From an optimization exercise on the open Yosys and OpenROAD flow, aimed at small area, a short achievable clock period and few clock cycles; shortcuts taken in it are not production practice.
In this exercise RTL edits were held to simulation tests only and were not proved equivalent to the original.
Power and IR drop assume default switching activity.

## flow/design.v (module list and top-level ports; edited modules follow where they fit)
// module rtc_fields_to_epoch_seconds_unit: 1293 lines
module rtc_fields_to_epoch_seconds_unit (
  input  logic      clk,
  input  logic      rst,
  input  logic      start,
  output logic      busy,
  input  rfes_pkg::rfes_in_t  fields,
  output logic      done,
  output rfes_pkg::rfes_out_t result,
  input  logic      cfg_write,
  input  logic      cfg_index,
  input  logic      cfg_data
);
  // ...
==> flow/flow/run.sh <==
#!/bin/bash
# Standard layout, with the port buffers made of the smallest buffer cell and
# Yosys's generic fine-grained ABC pass skipped, so that the adders written as
# gates reach full-adder extraction as written.
set -euo pipefail
bash standard.sh SYNTH_ARGS=-noabc BUFFER_PORTS_ARGS="-buffer_cell sky130_fd_sc_hd__buf_1" finish > standard_flow.log 2>&1
==> flow/standard.sh <==
#!/bin/bash
# synth_recipe.tcl (not shown) runs the flow's synth.tcl, then flattens the netlist and writes it again
# the make line also repeats each setting of config.mk as NAME=value (left out here)
make -C /OpenROAD-flow-scripts/flow DESIGN_CONFIG=/design/flow/config.mk WORK_HOME=/design/flow/orfs CLKGATE_MAP_FILE= SYNTH_SCRIPT=/design/flow/synth_recipe.tcl "${@:-finish}"
==> flow/config.mk <==
export PLATFORM = sky130hd
export DESIGN_NAME = rtc_fields_to_epoch_seconds_unit
export DESIGN_NICKNAME = rtc_fields_to_epoch_seconds_unit
export VERILOG_FILES = /design/flow/design.v
export SDC_FILE = /design/flow/constraint.sdc
export NUM_CORES = 4
export LEC_CHECK = 0
export CAP_MARGIN = 20
export CORE_MARGIN = 2
export CORE_UTILIZATION = 50
export CTS_BUF_LIST = sky130_fd_sc_hd__clkbuf_8
export SETUP_SLACK_MARGIN = 5.0
export SLEW_MARGIN = 20
==> flow/constraint.sdc <==
create_clock -name core_clock -period 8.0 [get_ports {clk}]
set_input_delay 1.6000 -clock core_clock [delete_from_list [all_inputs] [get_ports {clk}]]
set_output_delay 1.6000 -clock core_clock [all_outputs]
set_load 0.01 [all_outputs]
==> reports/qor.yml, run 1 <==
drt:
  drc: 0
  drt-initial-drc-count: 170
  drtPass1Iterations: 4
  avgViaCountPerCell: 5.17
final_layout:
  fillers: 1305
  nFlopsAndLatches: 140
  comb.multi_input.count: 492
  inv_count: 83
critical_path:
  ff2ff_path_depth: 6
  crit_fanout: 5
  slowest_delay_ns: 0.60
  cp_data_arrival_time_ns: 3.18
  path_buf_inv: 0
synthesis:
  yosysTopAreaCellShare_pct: 37.1
  ys_ff_latch: 140
  synth_top_family_by_area: "adder cells"
floorplan:
  initial_core_util_pct: 51.6
  io_pins: 89
placement:
  place_area_um2: 8000
  dp_hpwl_um: 11600
min_path:
  min_path_type: "flip-flop to flip-flop"
run_status:
  outcome: "no timing/DRC/antenna violations"
power:
  combinationalPower_mw: 1.29
  seq_power_share_pct: 36.3
  total_power_mw: 2.92
grt:
  grt_max_degree: 37
  overflow: 0
Testbench counts, summed over its fixed seeds: cycles 2,144.
==> run 2, diff against run 1 <==
--- a/flow/config.mk
+++ b/flow/config.mk
@@ -7,7 +7,7 @@
 export LEC_CHECK = 0
 export CAP_MARGIN = 20
 export CORE_MARGIN = 2
-export CORE_UTILIZATION = 50
+export CORE_UTILIZATION = 40
 export CTS_BUF_LIST = sky130_fd_sc_hd__clkbuf_8
 export SETUP_SLACK_MARGIN = 5.0
 export SLEW_MARGIN = 20
==> run 2 against run 1 <==
Net effect: global-route usage fell by 4.4 points; sequential power about the same; setup slack gained 0.057 ns; total power is 1.6% lower; cell area up 0.74%; count of clock-buffer cells in the layout fell by 4; largest cell class unchanged; largest power group unchanged.
==> reports/qor.yml, run 2 <==
drt:
  wl_per_cell_um: 13.0
  wl_um: 13900
  avgViaCountPerCell: 4.82  # -6.8%
  drt.antenna.violating_nets: 0
  drtPass1Iterations: 4  # unchanged
  drt-initial-drc-count: 174  # +2.4%
  vias: 5149
  drc: 0  # unchanged
synthesis:
  synth-simple-area-share_pct: 10.2
  ys_seq_area_share_pct: 37.1
  synth-compound-area-share_pct: 14.7
  synth_top_family_by_area: "adder cells"
  yosysWarnings: 1
  ys_ff_latch: 140  # unchanged
  yosys-top-cells-count: "dfxtp_1 (140), inv_1 (83), fa_1 (74)"
  syn_nets: 924
  synth_area_per_cell_um2: 10.2
  syn-cell-area_um2: 7550
  yosysUniqueCellTypes: 60
  synthCells: 744
  yosysTopAreaCellShare_pct: 37.1  # unchanged
  yosys.area_share.xor_xnor_pct: 3.83
  synth_edf_count: 0
  synthMuxAreaShare_pct: 0.282
  synth_flop_cell: "dfxtp_1"
  synthAdderAreaFrac_pct: 28.2
  synth-async-reset-ratio_pct: 0
  yosys-top-cells-area: "dfxtp_1 (37%), fa_1 (20%), ha_1 (8.6%)"
  yosys.area.top_type: "dfxtp_1"
  synth.most_common_cell: "dfxtp_1"
timing:
  drv_slew: 0
  setup_tns_ns: 0
  layout_setup_ws_ns: 5.18
  clock_skew_ns: 0.0116
  rsz0062_at_grt: "false"
  setup_viol: 0
  fin_crit_sh_pct: 35.2
  finalHoldViolations: 0
  worst_pin_slew_ns: 0.615
  finalCriticalPeriod_ns: 2.82
  slew_headroom_pct: 59.0
  max_freq_ghz: 0.355
final_layout:
  top_register: "res_q"
  fin_nets: 1002
  layout_commonest_cell: "dfxtp_1"
  largest_register_ffs: 33
  area_growth_pct: 12.2
  drive_gt1_share_pct: 5.39
  diodes: 0
  final_cells: 1069
  mostFrequentLayoutCells: "dfxtp_1 (140), buf_1 (86), inv_1 (84), fa_1 (73)"
  final_util_pct: 45.5
power:
  power_density_nw_per_um2: 339
  total_power_mw: 2.88  # -1.6%
  peakVddDrop_uv: 126
  p_leak_nw: 3.71
cts:
  cts_hold_buf: 0
  cts_htree_levels: 4
  cts_buffers: 17
  clk_latency_ns: 0.44
  clock-sinks: 140
  cts_buffer_depth: 2
  clk_pin_slew_ns: 0.08
  cts_setup_buffers: 0
  cts_root_buf: "clkbuf_8"
  cts_tree: "done"
  post_cts_resized: 0
critical_path:
  critPathKind: "flip-flop to flip-flop"
  regToRegSetupSlack_ns: 5.18
  r2r_end: "cs0_q_15$_DFF_P_"
  cp_data_arrival_time_ns: 3.14  # -0.04 ns
  crit_fanout: 16  # +11
  ff2ff_path_depth: 6  # unchanged
  cp-end-kind: "flip-flop"
  critPathRequiredTime_ns: 8.32
  worst_r2r_startpoint: "monb_q[1]$_DFF_P_"
  startpoint_type: "flip-flop"
placement:
  globalplace.congestion: 0.831
  pre_cts_ws_ns: 4.76
  dp_hpwl_um: 11100  # -4.5%
  dp.cells: 1037
  io_buffer_count: 87
grt:
  grt_pass1_vias: 4886
  grt_max_degree: 36  # -2.7%
  grt_most_used_layer: "met2"
  grt_util_met1_pct: 20.8
  grt_pass1_wl_um: 23500
  antenna_found_initial: 0
  grt_usage_pct: 14.9
  overflow: 0  # unchanged
  grtUsageMet3_pct: 4.25
  use_met2_pct: 22.0
floorplan:
  num_rows: 50
  io_pins: 89  # unchanged
  dieArea_um2: 20000
  initial_core_util_pct: 40.5  # -11 points
  die_h_um: 141
  die_x_um: 141
  core_um2: 18600
min_path:
  hold_depth: 0
  hold_start: "cs0_q_0$_DFF_P_"
  min_path_type: "flip-flop to flip-flop"
  worst_hold_path.endpoint: "res_q[1]$_DFF_P_"
run_status:
  outcome: "no timing/DRC/antenna violations"
job:
  cap_violations: 0
## run 2: critical path, cell delays in order (launching register included)
cell and delay [ns]:
dfxtp_1 0.64, a21oi_1 0.09, o21ai_0 0.41, nand3b_1 0.20, fa_1 0.42, fa_1 0.52
fa_1 0.42
## run 2: worst max-delay path by stage
stage                       from          endpoint  slack [ns]  cells past startpoint
2_1_floorplan         fields[20]  day_q[4]$_DFF_P_        5.00                      6
3_3_place_gp           fields[5]    q_q[2]$_DFF_P_        4.78                      8
3_5_place_dp          fields[20]  day_q[4]$_DFF_P_        4.76                      7
4_1_cts        monb_q[1]$_DFF_P_  cs0_q_15$_DFF_P_        5.19                      6
5_1_grt                fields[2]    q_q[2]$_DFF_P_        5.00                      8
6_report       monb_q[1]$_DFF_P_  cs0_q_15$_DFF_P_        5.18                      6
## run 2: cell type report
class                   count  area, µm²
fillers                  1813      10200
multi-input cells         492       4330
flip-flops and latches    140       2800
repair buffers             88        335
inverters                  83        312
well taps                 234        293
clock buffers              18        248
clock inverters            14        160
## run 2: routing by layer
layer,up-vias,part of all wire (%)
met3,19,5.7
li1,2653,-
met4,0,1.7
met1,2343,49
met2,134,43
met5,-,0
## run 2: report_power, final
part | switching (mW) | internal [mW] | total (mW)
clock | 0.282 | 0.292 | 0.574
sequential | 0.106 | 0.952 | 1.06
combinational | 0.685 | 0.561 | 1.25
## run 2: cell families after synthesis
| logic type | count (synthesis) |
|---|---|
| buf+inv | 112 |
| fa+ha+maj | 126 |
| simple gates | 158 |
| compound gates | 172 |
| xor+xnor | 33 |
| other cells | 1 |
| flops | 140 |
| mux | 2 |
## run 2: stage by stage
step	hold slack (ns)	area, µm²
final	0.330	8480
after global routing	0.338	8480
after CTS	0.334	8480
after detailed placement	0.314	8070
after global placement	0.310	8070
after floorplan	0.310	7560
==> run 3, diff against run 2 <==
--- a/flow/config.mk
+++ b/flow/config.mk
@@ -8,6 +8,6 @@
 export CAP_MARGIN = 20
 export CORE_MARGIN = 2
 export CORE_UTILIZATION = 40
-export CTS_BUF_LIST = sky130_fd_sc_hd__clkbuf_8
+export CTS_BUF_LIST = sky130_fd_sc_hd__clkbuf_4 sky130_fd_sc_hd__clkbuf_8
 export SETUP_SLACK_MARGIN = 5.0
 export SLEW_MARGIN = 20
==> run 3 against run 2 <==
Net effect: still clean; first-iteration DRC count increased by 2.3%; cell area about the same; global-route usage barely moved; count of clock-buffer cells in the layout grew 1; core utilization about the same; largest power group unchanged.
==> reports/qor.yml, run 3 <==
critical_path:
  startpoint_type: "flip-flop"
  critPathRequiredTime_ns: 8.33  # about the same
  r2r_end: "cs0_q_15$_DFF_P_"
  worst_r2r_startpoint: "monb_q[1]$_DFF_P_"
  critPathKind: "flip-flop to flip-flop"
  cp_data_arrival_time_ns: 3.14  # about the same
  crit_fanout: 16  # unchanged
  regToRegSetupSlack_ns: 5.18  # about the same
  critPathCapture: "cs0_q_15$_DFF_P_"
  critPathLaunch: "monb_q[1]$_DFF_P_"
  cp-end-kind: "flip-flop"
  ff2ff_path_depth: 6  # unchanged
floorplan:
  io_pins: 89  # unchanged
  core_um2: 18600  # unchanged
  num_rows: 50  # unchanged
  initial_core_util_pct: 40.5  # unchanged
  die_h_um: 141  # unchanged
  dieArea_um2: 20000  # unchanged
  die_x_um: 141  # unchanged
placement:
  globalplace.congestion: 0.831  # unchanged
  dp_hpwl_um: 11100  # unchanged
  io_buffer_count: 87  # unchanged
timing:
  max_freq_ghz: 0.355  # about the same
  finalHoldViolations: 0  # unchanged
  drv_slew: 0  # unchanged
  finalCriticalPeriod_ns: 2.82  # +0.00224 ns
  worst_pin_slew_ns: 0.596  # -0.0192 ns
  slew_headroom_pct: 60.3  # +1.3 points
  rsz0062_at_grt: "false"
  setup_tns_ns: 0  # unchanged
  clock_skew_ns: 0.0126  # +0.000989 ns
  fin_crit_sh_pct: 35.2  # about the same
  setup_viol: 0  # unchanged
synthesis:
  yosysUniqueCellTypes: 60  # unchanged
  ys_ff_latch: 140  # unchanged
  syn_nets: 924  # unchanged
  synth_edf_count: 0  # unchanged
  yosys.area.top_type: "dfxtp_1"
  ys_seq_area_share_pct: 37.1  # unchanged
  yosysWarnings: 1  # unchanged
  synth.most_common_cell: "dfxtp_1"
  synth_flop_cell: "dfxtp_1"
  syn-cell-area_um2: 7550  # unchanged
  synthCells: 744  # unchanged
  synth_area_per_cell_um2: 10.2  # unchanged
  yosysTopAreaCellShare_pct: 37.1  # unchanged
  yosys-top-cells-count: "dfxtp_1 (140), inv_1 (83), fa_1 (74)"
  yosys-top-cells-area: "dfxtp_1 (37%), fa_1 (20%), ha_1 (8.6%)"
  synth-async-reset-ratio_pct: 0  # unchanged
power:
  peakVddDrop_uv: 126  # about the same
  power_density_nw_per_um2: 340  # +0.14%
  p_leak_nw: 3.70  # about the same
grt:
  antenna_found_initial: 0  # unchanged
  grt_pass1_vias: 4883  # -0.061%
  grt_pass1_wl_um: 23500  # unchanged
  grt_usage_pct: 14.9  # +0.036 points
  overflow: 0  # unchanged
  grt_max_degree: 36  # unchanged
job:
  cap_violations: 0  # unchanged
drt:
  wl_met1_um: 6850  # -0.45%
  wl_per_cell_um: 13.0  # +0.13%
  drtPass1Iterations: 4  # unchanged
  met2_length_um: 6030  # +0.67%
  routed-wl-met3_um: 844  # +5.9%
  wl_um: 13900  # +0.13%
  avgViaCountPerCell: 4.80  # -0.35%
  vias: 5131  # -0.35%
  drt-initial-drc-count: 178  # +2.3%
  top_layer: "met4"
  drc: 0  # unchanged
  drt.antenna.violating_nets: 0  # unchanged
final_layout:
  area_growth_pct: 12.3  # about the same
  fillers: 1812  # -0.055%
  layout_commonest_cell: "dfxtp_1"
  diodes: 0  # unchanged
  fin_nets: 1002  # unchanged
  mostFrequentLayoutCells: "dfxtp_1 (140), buf_1 (86), inv_1 (83), fa_1 (73)"
  drive_gt1_share_pct: 5.51  # +0.12 points
  largest_register_ffs: 33  # unchanged
  top_register: "res_q"
  final_util_pct: 45.5  # about the same
run_status:
  outcome: "no timing/DRC/antenna violations"
cts:
  cts_setup_buffers: 0  # unchanged
  clk_pin_slew_ns: 0.08  # about the same
  clk_latency_ns: 0.45  # about the same
  cts_root_buf: "clkbuf_8"
  cts_buffer_depth: 2  # unchanged
  clock-sinks: 140  # unchanged
  cts_tree: "done"
  cts_buffers: 17  # unchanged
  cts_htree_levels: 4  # unchanged
min_path:
  hold_depth: 0  # unchanged
  min_path_type: "flip-flop to flip-flop"
==> run 3: worst max-delay path, cell delays in order (launching register included) <==
cell and delay [ns]:
dfxtp_1 0.64, a21oi_1 0.09, o21ai_0 0.41, nand3b_1 0.20
fa_1 0.42, fa_1 0.52, fa_1 0.42
==> run 3: how the worst min path moves through the flow <==
stage	end	from
4_1_cts	res_q[1]$_DFF_P_	cs0_q_0$_DFF_P_
2_1_floorplan	cs0_q_0$_DFF_P_	sec_q[0]$_DFF_P_
6_report	res_q[1]$_DFF_P_	cs0_q_0$_DFF_P_
5_1_grt	res_q[2]$_DFF_P_	cs0_q_1$_DFF_P_
3_5_place_dp	res_q[1]$_DFF_P_	cs0_q_0$_DFF_P_
3_3_place_gp	res_q[1]$_DFF_P_	cs0_q_0$_DFF_P_
==> run 3: through the flow <==
stage | area (µm²) | cells | hold WS, ns | power (mW) | worst slack [ns]
2_1_floorplan | 7560 | 744 | 0.310 | 2.00 | 5.00
3_3_place_gp | 8070 | 1037 | 0.310 | 2.33 | 4.78
3_5_place_dp | 8070 | 1037 | 0.314 | 2.34 | 4.76
4_1_cts | 8480 | 1069 | 0.334 | 2.93 | 5.19
5_1_grt | 8480 | 1069 | 0.338 | 3.18 | 5.01
6_report | 8480 | 1069 | 0.330 | 2.88 | 5.18
==> run 3: layout make-up <==
class	instances	area (µm²)	area share, %
multi-input combinational	492	4330	51.0
sequential	140	2800	33.0
timing repair buffer	88	335	3.95
inverter	83	312	3.67
tap	234	293	3.45
clock buffer	19	255	3.01
clock inverter	13	156	1.84
==> run 3: repair_timing <==
item / in CTS / in global routing
resized for setup: 0 / 1
hold buffers: 0 / 0
hold endpoints to repair: 0 / 0
endpoints found under the setup margin: 0 / 1
==> run 3: logic make-up (layout without fill, tap and decap cells) <==
| logic type | Yosys count | after routing | synth area share, % |
|---|---|---|---|
| compound gates | 172 | 172 | 14.7 |
| simple gates | 158 | 158 | 10.2 |
| flops | 140 | 140 | 37.1 |
| fa+ha+maj | 126 | 126 | 28.2 |
| buf+inv | 112 | 203 | 5.63 |
| xor+xnor | 33 | 33 | 3.83 |
| mux | 2 | 2 | 0.282 |
| other cells | 1 | 1 | 0.0496 |
==> run 3: where the power goes <==
| group | switching (mW) | internal, mW | leakage (nW) |
|---|---|---|---|
| sequential | 0.106 | 0.952 | 1.18 |
| clock | 0.282 | 0.296 | 0.203 |
| combinational | 0.685 | 0.561 | 2.33 |
==> run 3: metal layers <==
| layer | vias to the layer above | global-route usage, % |
|---|---|---|
| met4 | 0 | 5.58 |
| met1 | 2329 | 20.7 |
| met3 | 16 | 4.35 |
| met5 | - | 0 |
| li1 | 2652 | - |
| met2 | 134 | 22.1 |
==> run 4, diff against run 3 <==
--- a/flow/config.mk
+++ b/flow/config.mk
@@ -8,6 +8,6 @@
 export CAP_MARGIN = 20
 export CORE_MARGIN = 2
 export CORE_UTILIZATION = 40
-export CTS_BUF_LIST = sky130_fd_sc_hd__clkbuf_4 sky130_fd_sc_hd__clkbuf_8
+export CTS_BUF_LIST = sky130_fd_sc_hd__clkbuf_16
 export SETUP_SLACK_MARGIN = 5.0
 export SLEW_MARGIN = 20
==> run 4 against run 3 <==
Net effect: clock power is 34% higher; area after synthesis is the same; cell area rose by 2.1%; critical endpoint is now day_q[4]$_DFF_P_; setup slack lost 0.0022 ns; global-route usage is 0.17 points higher; first-iteration DRC count rose by 9.0%; register-to-register slack is essentially flat; still clean on timing, DRC and antenna; count of clock-buffer cells in the layout fell by 2; critical path depth rose by 1; via count is 0.33% higher; die area did not move; sequential power about the same.
==> reports/qor.yml, run 4 <==
synthesis:
  ys_ff_latch: 140  # unchanged
  yosys-top-cells-count: "dfxtp_1 (140), inv_1 (83), fa_1 (74)"
  synth_flop_cell: "dfxtp_1"
  synthCells: 744  # unchanged
  yosysTopAreaCellShare_pct: 37.1  # unchanged
  syn_nets: 924  # unchanged
  synth-async-reset-ratio_pct: 0  # unchanged
  synth.most_common_cell: "dfxtp_1"
  ys_seq_area_share_pct: 37.1  # unchanged
  yosysWarnings: 1  # unchanged
  syn-cell-area_um2: 7550  # unchanged
  yosys.area.top_type: "dfxtp_1"
  yosys-top-cells-area: "dfxtp_1 (37%), fa_1 (20%), ha_1 (8.6%)"
  yosysUniqueCellTypes: 60  # unchanged
  synth_area_per_cell_um2: 10.2  # unchanged
  synth_edf_count: 0  # unchanged
cts:
  cts_buffers: 17  # unchanged
  cts_buffer_depth: 2  # unchanged
  clock-sinks: 140  # unchanged
  post_cts_resized: 0  # unchanged
  cts_tree: "done"
  cts_htree_levels: 4  # unchanged
  cts_hold_buf: 0  # unchanged
  clk_latency_ns: 0.42  # -0.03 ns
  cts_setup_buffers: 0  # unchanged
  clk_pin_slew_ns: 0.06  # -0.02 ns
  cts_root_buf: "clkbuf_16"
job:
  cap_violations: 0  # unchanged
floorplan:
  initial_core_util_pct: 40.5  # unchanged
  num_rows: 50  # unchanged
  io_pins: 89  # unchanged
  die_h_um: 141  # unchanged
  dieArea_um2: 20000  # unchanged
  core_um2: 18600  # unchanged
  die_x_um: 141  # unchanged
critical_path:
  critPathKind: "input pin to flip-flop"
  critPathMostFrequentCell: "xnor2_1"
  cp-end-kind: "flip-flop"
  critPathRequiredTime_ns: 8.34  # about the same
  crit_fanout: 7  # -9
  startpoint_type: "input pin"
  cp_data_arrival_time_ns: 3.16  # +0.02 ns
  cp_slowest_cell: "fa_1"
  slowest_delay_ns: 0.39  # -0.25 ns
  cp_cell_sequence: "buf_1, and2_1, ha_1, fa_1, fa_2, xnor2_1, xnor2_1"
power:
  total_power_mw: 3.08  # +7.0%
  power.switching_mw: 1.10  # +2.8%
  pwr-share-comb_pct: 40.5  # -2.7 points
  peakVddDrop_uv: 177  # +40%
  p_leak_nw: 3.79  # +2.2%
  seq_power_share_pct: 34.4  # -2.3 points
  switching_share_pct: 35.8  # -1.4 points
  intPower_mw: 1.98  # +9.4%
  clockPowerShare_pct: 25.1  # +5.0 points
  power_density_nw_per_um2: 356  # +4.7%
timing:
  setup_viol: 0  # unchanged
  whs_ns: 0.325  # -0.00432 ns
  clock_skew_ns: 0.00852  # -0.00403 ns
  drv_slew: 0  # unchanged
  finalCriticalPeriod_ns: 2.82  # +0.00221 ns
  rsz0062_at_grt: "false"
  max_freq_ghz: 0.355  # about the same
  slew_headroom_pct: 60.0  # -0.22 points
  worst_pin_slew_ns: 0.599  # +0.00329 ns
  fin_crit_sh_pct: 35.2  # about the same
  setup_tns_ns: 0  # unchanged
  finalHoldViolations: 0  # unchanged
drt:
  vias: 5148  # +0.33%
  drc: 0  # unchanged
  wl_per_cell_um: 13.2  # +1.4%
  wl_um: 14100  # +1.4%
  avgViaCountPerCell: 4.82  # +0.33%
  drt-initial-drc-count: 194  # +9.0%
  drtPass1Iterations: 5  # +1
  drt.antenna.violating_nets: 0  # unchanged
placement:
  place_area_um2: 8070  # unchanged
  io_buffer_count: 87  # unchanged
  dp_hpwl_um: 11100  # unchanged
  globalplace.congestion: 0.831  # unchanged
grt:
  grt_usage_pct: 15.1  # +0.17 points
  grt_pass1_vias: 4907  # +0.49%
  antenna_found_initial: 0  # unchanged
  grt_max_degree: 36  # unchanged
  grt_pass1_wl_um: 23800  # +0.99%
  overflow: 0  # unchanged
final_layout:
  area_growth_pct: 14.7
  diodes: 0  # unchanged
  fillers: 1788  # -1.3%
  mostFrequentLayoutCells: "dfxtp_1 (140), buf_1 (86), inv_1 (84), fa_1 (73)"
  layout_commonest_cell: "dfxtp_1"
  largest_register_ffs: 33  # unchanged
  top_register: "res_q"
  fin_nets: 1002  # unchanged
  drive_gt1_share_pct: 5.27  # -0.24 points
  final_area_um2: 8660  # +2.1%
min_path:
  min_path_type: "flip-flop to flip-flop"
run_status:
  outcome: "no timing/DRC/antenna violations"
[run 4: metal layers]
layer,vias to the layer above,GRT usage (%),routed length [µm]
met5,-,0,0
met3,13,4.35,801
li1,2655,-,-
met2,132,22.3,6200
met1,2348,21.0,6950
met4,0,5.74,176
[run 4: cell type report]
class	instances	area [µm²]	area share [%]
Clock buffer	17	425	4.91
Clock inverter	15	164	1.89
Inverter	83	312	3.60
Multi-Input combinational cell	492	4330	50.0
Sequential cell	140	2800	32.4
Timing Repair Buffer	88	335	3.87
Tap cell	234	293	3.38
[run 4: cell families (layout without fill, tap and decap cells)]
logic type	Yosys count	count (layout)	share of synthesized area, %
AO/OA/AOI/OAI	172	172	14.7
flip-flops	140	140	37.1
multiplexers	2	2	0.282
AND/OR/NAND/NOR	158	158	10.2
XOR/XNOR	33	33	3.83
adder cells (fa/ha/maj)	126	126	28.2
buffers and inverters	112	203	5.63
other	1	1	0.0496
[run 4: stage by stage]
step | worst slack, ns | utilization (%) | cells
global placement | 4.78 | 43.3 | 1037
detailed placement | 4.76 | 43.3 | 1037
CTS | 5.20 | 46.4 | 1069
global route | 5.02 | 46.5 | 1069
floorplan | 5.00 | - | 744
finish | 5.18 | 46.5 | 1069
[run 4: worst paths after layout]
| kind | from | to | slack [ns] | cells after the start |
|---|---|---|---|---|
| min reg2reg | cs0_q_0$_DFF_P_ | res_q[1]$_DFF_P_ | 0.33 | 0 |
| max | fields[20] | day_q[4]$_DFF_P_ | 5.18 | 7 |
| max reg2reg | monb_q[1]$_DFF_P_ | cs0_q_15$_DFF_P_ | 5.18 | 6 |
| min | cs0_q_0$_DFF_P_ | res_q[1]$_DFF_P_ | 0.33 | 0 |
[run 4: worst max-delay path: cells and delay by family]
kind,cells,cell delay (ns)
adder cells (fa/ha/maj),3,0.93
XOR/XNOR,2,0.31
AND/OR/NAND/NOR,1,0.19
buffers and inverters,1,0.15
[run 4: power by group through the flow]
stage | sequential [mW] | combinational [mW] | clock [mW]
floorplan | 1.09 | 0.912 | 0
global placement | 1.08 | 1.25 | 0
detailed placement | 1.08 | 1.26 | 0
CTS | 1.06 | 1.27 | 0.796
global route | 1.09 | 1.47 | 0.825
finish | 1.06 | 1.25 | 0.773
==> run 5, diff against run 4 <==
==> flow/flow/run.sh (replaced) <==
#!/bin/bash
# Standard layout, with the port buffers made of the smallest buffer cell,
# Yosys's generic fine-grained ABC pass skipped (so that the adders written as
# gates reach full-adder extraction as written), and timing repair aiming
# 5.5 ns above the required setup slack.
set -euo pipefail
bash standard.sh SYNTH_ARGS=-noabc BUFFER_PORTS_ARGS="-buffer_cell sky130_fd_sc_hd__buf_1" SETUP_SLACK_MARGIN=5.5 finish > standard_flow.log 2>&1
--- a/flow/config.mk
+++ b/flow/config.mk
@@ -8,6 +8,5 @@
 export CAP_MARGIN = 20
 export CORE_MARGIN = 2
 export CORE_UTILIZATION = 40
-export CTS_BUF_LIST = sky130_fd_sc_hd__clkbuf_16
-export SETUP_SLACK_MARGIN = 5.0
+export CTS_BUF_LIST = sky130_fd_sc_hd__clkbuf_8
 export SLEW_MARGIN = 20
==> run 5 against run 4 <==
Net effect: sequential cell count did not move; still clean on timing, DRC and antenna; combinational power rose by 9.6%; register-to-register slack improved by 0.25 ns; sequential share of layout area fell by 0.62 points; critical path depth did not move.
==> reports/qor.yml, run 5 <==
timing:
  setup_viol: 0  # unchanged
  whs_ns: 0.332  # +0.00620 ns
  max_freq_ghz: 0.374  # +5.4%
  clock_skew_ns: 0.0170  # +0.00844 ns
  finalHoldViolations: 0  # unchanged
  finalCriticalPeriod_ns: 2.67  # -0.146 ns
  layout_setup_ws_ns: 5.33  # +0.146 ns
  drv_slew: 0  # unchanged
  fin_crit_sh_pct: 33.4  # -1.8 points
  rsz0062_at_grt: "true"
  setup_tns_ns: 0  # unchanged
grt:
  grt_pass1_vias: 5070  # +3.3%
  grt_pass1_wl_um: 24600  # +3.4%
  grt_max_degree: 37  # +2.8%
  overflow: 0  # unchanged
  grt_usage_pct: 15.5  # +0.45 points
  antenna_found_initial: 0  # unchanged
power:
  total_power_mw: 3.01  # -2.5%
  clockPowerShare_pct: 19.1  # -6.0 points
  p_leak_nw: 3.98  # +5.1%
  power_density_nw_per_um2: 334  # -6.2%
  power.switching_mw: 1.13  # +2.5%
  peakVddDrop_uv: 122  # -31%
  switching_share_pct: 37.6  # +1.8 points
  seq_power_share_pct: 35.4  # +1.0 points
  intPower_mw: 1.88  # -5.3%
  pwr-share-comb_pct: 45.5  # +5.0 points
synthesis:
  syn-cell-area_um2: 7550  # unchanged
  synth-async-reset-ratio_pct: 0  # unchanged
  synth_edf_count: 0  # unchanged
  synthCells: 744  # unchanged
  yosysUniqueCellTypes: 60  # unchanged
  synth.most_common_cell: "dfxtp_1"
  yosys-top-cells-count: "dfxtp_1 (140), inv_1 (83), fa_1 (74)"
  yosysTopAreaCellShare_pct: 37.1  # unchanged
  synth_flop_cell: "dfxtp_1"
  syn_nets: 924  # unchanged
  ys_seq_area_share_pct: 37.1  # unchanged
  ys_ff_latch: 140  # unchanged
  yosys-top-cells-area: "dfxtp_1 (37%), fa_1 (20%), ha_1 (8.6%)"
  yosys.area.top_type: "dfxtp_1"
  yosysWarnings: 1  # unchanged
  synth_area_per_cell_um2: 10.2  # unchanged
min_path:
  min_path_type: "flip-flop to flip-flop"
floorplan:
  die_x_um: 141  # unchanged
  core_um2: 18600  # unchanged
  num_rows: 50  # unchanged
  initial_core_util_pct: 40.5  # unchanged
  die_h_um: 141  # unchanged
  dieArea_um2: 20000  # unchanged
  io_pins: 89  # unchanged
critical_path:
  cp_slowest_cell: "fa_2"
  critPathKind: "input pin to flip-flop"
  cp-end-kind: "flip-flop"
  crit_fanout: 7  # unchanged
  cp_cell_sequence: "buf_8, and2_4, ha_4, fa_2, fa_2, xnor2_2, xnor2_1"
  cp_data_arrival_time_ns: 3.02  # -0.14 ns
  crit_family: "adder cells"
  critPathRequiredTime_ns: 8.35  # about the same
  path_buf_inv: 1  # unchanged
  critPathMostFrequentCell: "fa_2"
  startpoint_type: "input pin"
  slowest_delay_ns: 0.38  # about the same
drt:
  avgViaCountPerCell: 4.96  # +3.0%
  drt-initial-drc-count: 179  # -7.7%
  drtPass1Iterations: 5  # unchanged
  wl_um: 15000  # +6.0%
  drt.antenna.violating_nets: 0  # unchanged
  drc: 0  # unchanged
  vias: 5380  # +4.5%
  wl_per_cell_um: 13.8  # +4.4%
final_layout:
  layout_commonest_cell: "dfxtp_1"
  area_growth_pct: 19.2
  top_register: "res_q"
  drive_gt1_share_pct: 21.2  # +16 points
  fillers: 1756  # -1.8%
  multi_input_area_um2: 4530  # +4.7%
  final_cells: 1085  # +1.5%
  fin_nets: 1018  # +1.6%
  seq_area_um2: 2860  # +2.0%
  mostFrequentLayoutCells: "dfxtp_1 (113), inv_1 (82), fa_1 (60), nand2_1 (50), ha_1 (49)"
  final_util_pct: 48.3  # +1.9 points
  final_area_um2: 9010  # +4.0%
  diodes: 0  # unchanged
  largest_register_ffs: 33  # unchanged
placement:
  io_buffer_count: 87  # unchanged
  globalplace.congestion: 0.830  # about the same
  dp.cells: 1037  # unchanged
  place_area_um2: 8170  # +1.2%
  pre_cts_ws_ns: 4.85  # +0.0843 ns
  dp_hpwl_um: 11500  # +3.5%
cts:
  cts_hold_buf: 0  # unchanged
  cts_root_buf: "clkbuf_8"
  clk_pin_slew_ns: 0.08  # +0.02 ns
  cts_htree_levels: 4  # unchanged
  clk_latency_ns: 0.46  # +0.04 ns
  clock-sinks: 140  # unchanged
  cts_tree: "done"
  cts_buffers: 17  # unchanged
  cts_buffer_depth: 2  # unchanged
run_status:
  outcome: "no timing/DRC/antenna violations"
job:
  cap_violations: 0  # unchanged
[run 5: cell types whose count changed in the layout (fill, tap and decap cells not counted), sizes merged]
cell	before	now
clkbuf	18	28
buf	87	94
clkinv	5	1
inv	89	93
bufinv	2	1
[run 5: final timing paths]
| kind | startpoint | to | slack (ns) | cells past startpoint |
|---|---|---|---|---|
| min | sec_q[1]$_DFF_P_ | cs0_q_1$_DFF_P_ | 0.33 | 0 |
| min reg2reg | sec_q[1]$_DFF_P_ | cs0_q_1$_DFF_P_ | 0.33 | 0 |
| max | fields[20] | day_q[4]$_DFF_P_ | 5.33 | 7 |
| max reg2reg | leap_q$_DFF_P_ | cs0_q_13$_DFF_P_ | 5.43 | 6 |
[run 5: kinds of logic (layout without fill, tap and decap cells)]
logic type / Yosys count / in the layout / synth area share (%)
mux: 2 / 2 / 0.282
flops: 140 / 140 / 37.1
buf+inv: 112 / 219 / 5.63
simple gates: 158 / 158 / 10.2
xor+xnor: 33 / 33 / 3.83
fa+ha+maj: 126 / 126 / 28.2
other cells: 1 / 1 / 0.0496
compound gates: 172 / 172 / 14.7
[run 5: final cells by class]
| type | count | share of cell area [%] |
|---|---|---|
| multi-input cells | 492 | 50.3 |
| flip-flops and latches | 140 | 31.7 |
| repair buffers | 104 | 6.78 |
| inverters | 83 | 3.46 |
| well taps | 234 | 3.25 |
| clock buffers | 18 | 2.75 |
| clock inverters | 14 | 1.68 |
[run 5: routing by layer]
| metal | GRT usage [%] | up-vias | share of wire (%) | wire length (µm) |
|---|---|---|---|---|
| met5 | 0 | - | 0 | 0 |
| met4 | 5.37 | 0 | 1.8 | 265 |
| met3 | 3.64 | 17 | 5.2 | 777 |
| met2 | 23.9 | 147 | 45 | 6790 |
| met1 | 21.6 | 2528 | 48 | 7140 |
| li1 | - | 2688 | - | - |
[run 5: timing repair]
| item | CTS | global route |
|---|---|---|
| pin swaps | 7 | 11 |
| endpoints found under the setup margin | 71 | 62 |
| buffers inserted | 7 | 9 |
| resized for setup | 85 | 58 |
| endpoints found under the hold margin | 0 | 0 |
[run 5: power groups by stage]
stage	clock (mW)	sequential [mW]	combinational (mW)
detailed placement	0	1.08	1.28
CTS	0.592	1.06	1.34
global placement	0	1.08	1.26
floorplan	0	1.09	0.923
finish	0.574	1.06	1.37
global route	0.624	1.09	1.58

## re-timing with driven ports
In the flow no input, the clock included, has a driving cell. The finished layouts below were timed again as built, in two steps.
Step 1, drivers: a clkbuf_16 drives clk and a buf_2 each remaining input, both assumed.
Step 2 moves the port delays by t, midway between the first and last clock arrival at a register: inputs arrive t later, outputs are due t later. That takes back most of the time a late clock gives input paths.
a / b / c = ideal / step 1 / step 2; a / b = the first two.
run	shift t [ns]	setup WS [ns]	worst setup path at the end	latest minus earliest clock arrival (ns)
run 1	0.471	5.128 / 5.128 / 4.757	input to register	0.011 / 0.011
run 2	0.474	5.185 / 5.185 / 4.750	input to register	0.012 / 0.013
run 3	0.476	5.182 / 5.182 / 4.750	input to register	0.013 / 0.013
run 4	0.453	5.180 / 5.181 / 4.748	input to register	0.010 / 0.009
run 5	0.487	5.326 / 5.322 / 4.834	input to register	0.018 / 0.019
After both steps setup and hold are still met in every run listed. The setup slack of run 5, which loses most, moves by -0.004 ns with the drivers and by -0.492 ns with both steps.
